What follows belongs to an exercise in optimizing a design on an open flow for small area; a production flow would make more cautious choices. The RTL was checked by simulation tests, not by an equivalence proof against the original design. Power and IR drop assume default switching activity.

==> flow/design.v (excerpt) <==
module axi_delayer #(
   parameter int          H_WIDTH     = 64,
   parameter int          V_HEIGHT    = 16,
   parameter logic [31:0] BASE        = 32'h2000_0000,
   parameter int          RFIFO_DEPTH = 24,
   parameter int          WFIFO_DEPTH = 64
) (
   input  logic        clk_i,
   input  logic        rst_ni,
   input  logic        ren_i,
   input  logic        wen_i,
   input  logic        vs_i,
   input  logic        de_i,
   input  logic [23:0] data_i,
   output logic [23:0] data_o,
   output logic        m_axi_arvalid_o,
   input  logic        m_axi_arready_i,
   output logic [31:0] m_axi_araddr_o,
   input  logic        m_axi_rvalid_i,
   output logic        m_axi_rready_o,
   input  logic [63:0] m_axi_rdata_i,
   input  logic        m_axi_rlast_i,
   output logic        m_axi_awvalid_o,
   input  logic        m_axi_awready_i,
   output logic [31:0] m_axi_awaddr_o,
   output logic        m_axi_wvalid_o,
   input  logic        m_axi_wready_i,
   output logic [63:0] m_axi_wdata_o,
   output logic        m_axi_wlast_o,
   input  logic        m_axi_bvalid_i,
   output logic        m_axi_bready_o
);
Size in the first run: roughly 8500 cells after synthesis, ~260 I/O pins, about 0.19 sq mm of cells after synthesis.
clock: 10.0 ns
lec_check: 0
cap_margin: 0
cell_pad_in_sites_detail_placement: 1
cell_pad_in_sites_global_placement: 1
core_margin: 2
core_utilization: 35
place_density: 0.5
slew_margin: 0
synth_hierarchical: 1
synth_minimum_keep_size: 0
standard.sh (not shown) runs the stock make flow with config.mk's settings and CLKGATE_MAP_FILE= SYNTH_SCRIPT=/design/flow/synth_recipe.tcl, a recipe that flattens the netlist after the stock synthesis.
==> flow/flow/run.sh <==
#!/bin/bash
# The standard ORFS layout (standard.sh), with two changes: ports are buffered
# with the smallest buffer instead of a delay buffer, and clock tree synthesis
# adds no dummy loads. Make's full output goes to flow_make.log.
set -euo pipefail
bash standard.sh \
   "BUFFER_PORTS_ARGS=-buffer_cell sky130_fd_sc_hd__buf_1" \
   "CTS_ARGS=-sink_clustering_enable -repair_clock_nets -sink_clustering_size 28 -sink_clustering_max_diameter 100 -buf_list sky130_fd_sc_hd__clkbuf_16 -dont_use_dummy_load" \
   finish > flow_make.log 2>&1
Then changed:
--- a/flow/flow/run.sh
+++ b/flow/flow/run.sh
@@ -8 +8 @@
-   "CTS_ARGS=-sink_clustering_enable -repair_clock_nets -sink_clustering_size 28 -sink_clustering_max_diameter 100 -buf_list sky130_fd_sc_hd__clkbuf_16 -dont_use_dummy_load" \
+   "CTS_ARGS=-sink_clustering_enable -repair_clock_nets -sink_clustering_size 24 -sink_clustering_max_diameter 60 -buf_list sky130_fd_sc_hd__clkbuf_16 -dont_use_dummy_load" \
Settings changed: CTS_BUF_LIST set to sky130_fd_sc_hd__clkbuf_16, CTS_CLUSTER_DIAMETER set to 60, CTS_CLUSTER_SIZE set to 24.
Worst setup slack got worse by 0.042 ns.
Non-clock buffer count is unchanged.
Global-route usage rises by 0.19 points.
Final area goes up by 2.7%.
Power climbs by 11%.
Clock power came out higher by 42%.
Final cell count climbs by 1.3%.
Area after synthesis does not change.
Sequential power barely changes.
Wire length came out higher by 0.64%.
Combinational power is about the same.

== run A ==
axi_delayer again, from the RTL that the note above started with.
clock: 10.0 ns
lec_check: 0
cap_margin: 0
cell_pad_in_sites_detail_placement: 1
cell_pad_in_sites_global_placement: 1
core_margin: 2
core_utilization: 40
place_density: 0.56
slew_margin: 0
synth_hierarchical: 1
synth_minimum_keep_size: 0
==> flow/flow/run.sh <==
#!/bin/bash
# The standard ORFS layout (standard.sh), with two changes: ports are buffered
# with the smallest buffer instead of a delay buffer, and clock tree synthesis
# adds no dummy loads. Make's full output goes to flow_make.log.
set -euo pipefail
bash standard.sh \
   "BUFFER_PORTS_ARGS=-buffer_cell sky130_fd_sc_hd__buf_1" \
   "CTS_ARGS=-sink_clustering_enable -repair_clock_nets -sink_clustering_size 24 -sink_clustering_max_diameter 90 -buf_list sky130_fd_sc_hd__clkbuf_16 -dont_use_dummy_load" \
   finish > flow_make.log 2>&1
Run A completed end to end; final checks failed (max-slew violations).
Input changes introduced in run B (baseline for comparison: run A):
# run A
export LEC_CHECK = 0
export CAP_MARGIN = 0
export CELL_PAD_IN_SITES_DETAIL_PLACEMENT = 1
export CELL_PAD_IN_SITES_GLOBAL_PLACEMENT = 1
export CORE_MARGIN = 2
export CORE_UTILIZATION = 40
export PLACE_DENSITY = 0.56
export SLEW_MARGIN = 0
export SYNTH_HIERARCHICAL = 1
export SYNTH_MINIMUM_KEEP_SIZE = 0
create_clock -name core_clock -period 10.0 [get_ports {clk_i}]
# run B
export LEC_CHECK = 0
export CAP_MARGIN = 0
export CELL_PAD_IN_SITES_DETAIL_PLACEMENT = 1
export CELL_PAD_IN_SITES_GLOBAL_PLACEMENT = 1
export CORE_MARGIN = 2
export CORE_UTILIZATION = 35
export PLACE_DENSITY = 0.5
export SLEW_MARGIN = 0
export SYNTH_HIERARCHICAL = 1
export SYNTH_MINIMUM_KEEP_SIZE = 0
create_clock -name core_clock -period 10.0 [get_ports {clk_i}]
Results
- Run A → run B: critical path depth shrank by 3; highest attainable clock frequency has decreased; area of all placed cells without fillers rose by 0.72%; share of layout cells above drive strength 1 ~0 delta.
- Run B finished every step from synthesis to the final layout, and the layout passed the timing, DRC and antenna checks.
- Met1 wire length: run B > run A
For run C, these inputs were changed with respect to run B:
==> flow/run.sh (new file) <==
#!/bin/bash
# synth_recipe.tcl (not shown) runs the flow's synth.tcl, then flattens the netlist and writes it again
# the make line also repeats each setting of config.mk as NAME=value (left out here)
make -C /OpenROAD-flow-scripts/flow DESIGN_CONFIG=/design/flow/config.mk WORK_HOME=/design/flow/orfs CLKGATE_MAP_FILE= SYNTH_SCRIPT=/design/flow/synth_recipe.tcl finish
removed: flow/flow/run.sh
removed: flow/standard.sh
## What came out
- Looking at utilization across run B and run C, the one that comes out lower is run B.
- Number of filler cells placed in the layout, run C vs run B: down slightly
- The run showing the greater net switching power is run C.
- As of run C, total power had risen by more than 10% compared to run B.
- Delta (run C minus run B): largest net degree at the start of global routing shrank by 5; post-route cell area grew by 6.0%; TritonCTS buffer count grew by about 110%.

re-timing with driven ports:
The flow's constraints put no driver on any port. The routed layouts listed below were extracted and timed again, unchanged, in two steps.
Step 1 (the two cells are an assumption about what drives the block):
set clk [get_ports {clk_i}]
set_driving_cell -lib_cell sky130_fd_sc_hd__clkbuf_16 $clk
set_driving_cell -lib_cell sky130_fd_sc_hd__buf_2 [delete_from_list [all_inputs] $clk]
Step 2 moves the port delays by t, midway between the first and last clock arrival at a register: inputs arrive t later, outputs are due t later. That takes back most of the time a late clock gives input paths.
Slacks: ideal / step 1 / step 2; pairs: ideal / step 1.
run	t, ns	slack for setup (ns)	clock arrival spread, ns
the first run of note 1	1.071	1.624 / 1.497 / 2.568	0.173 / 0.173
the second run of note 1	1.111	1.582 / 1.455 / 2.566	0.156 / 0.157
run A	1.044	1.601 / 1.481 / 2.525	0.145 / 0.145
run B	1.067	1.447 / 1.319 / 2.387	0.139 / 0.139
run C	1.191	1.202 / 1.077 / 2.268	0.092 / 0.093
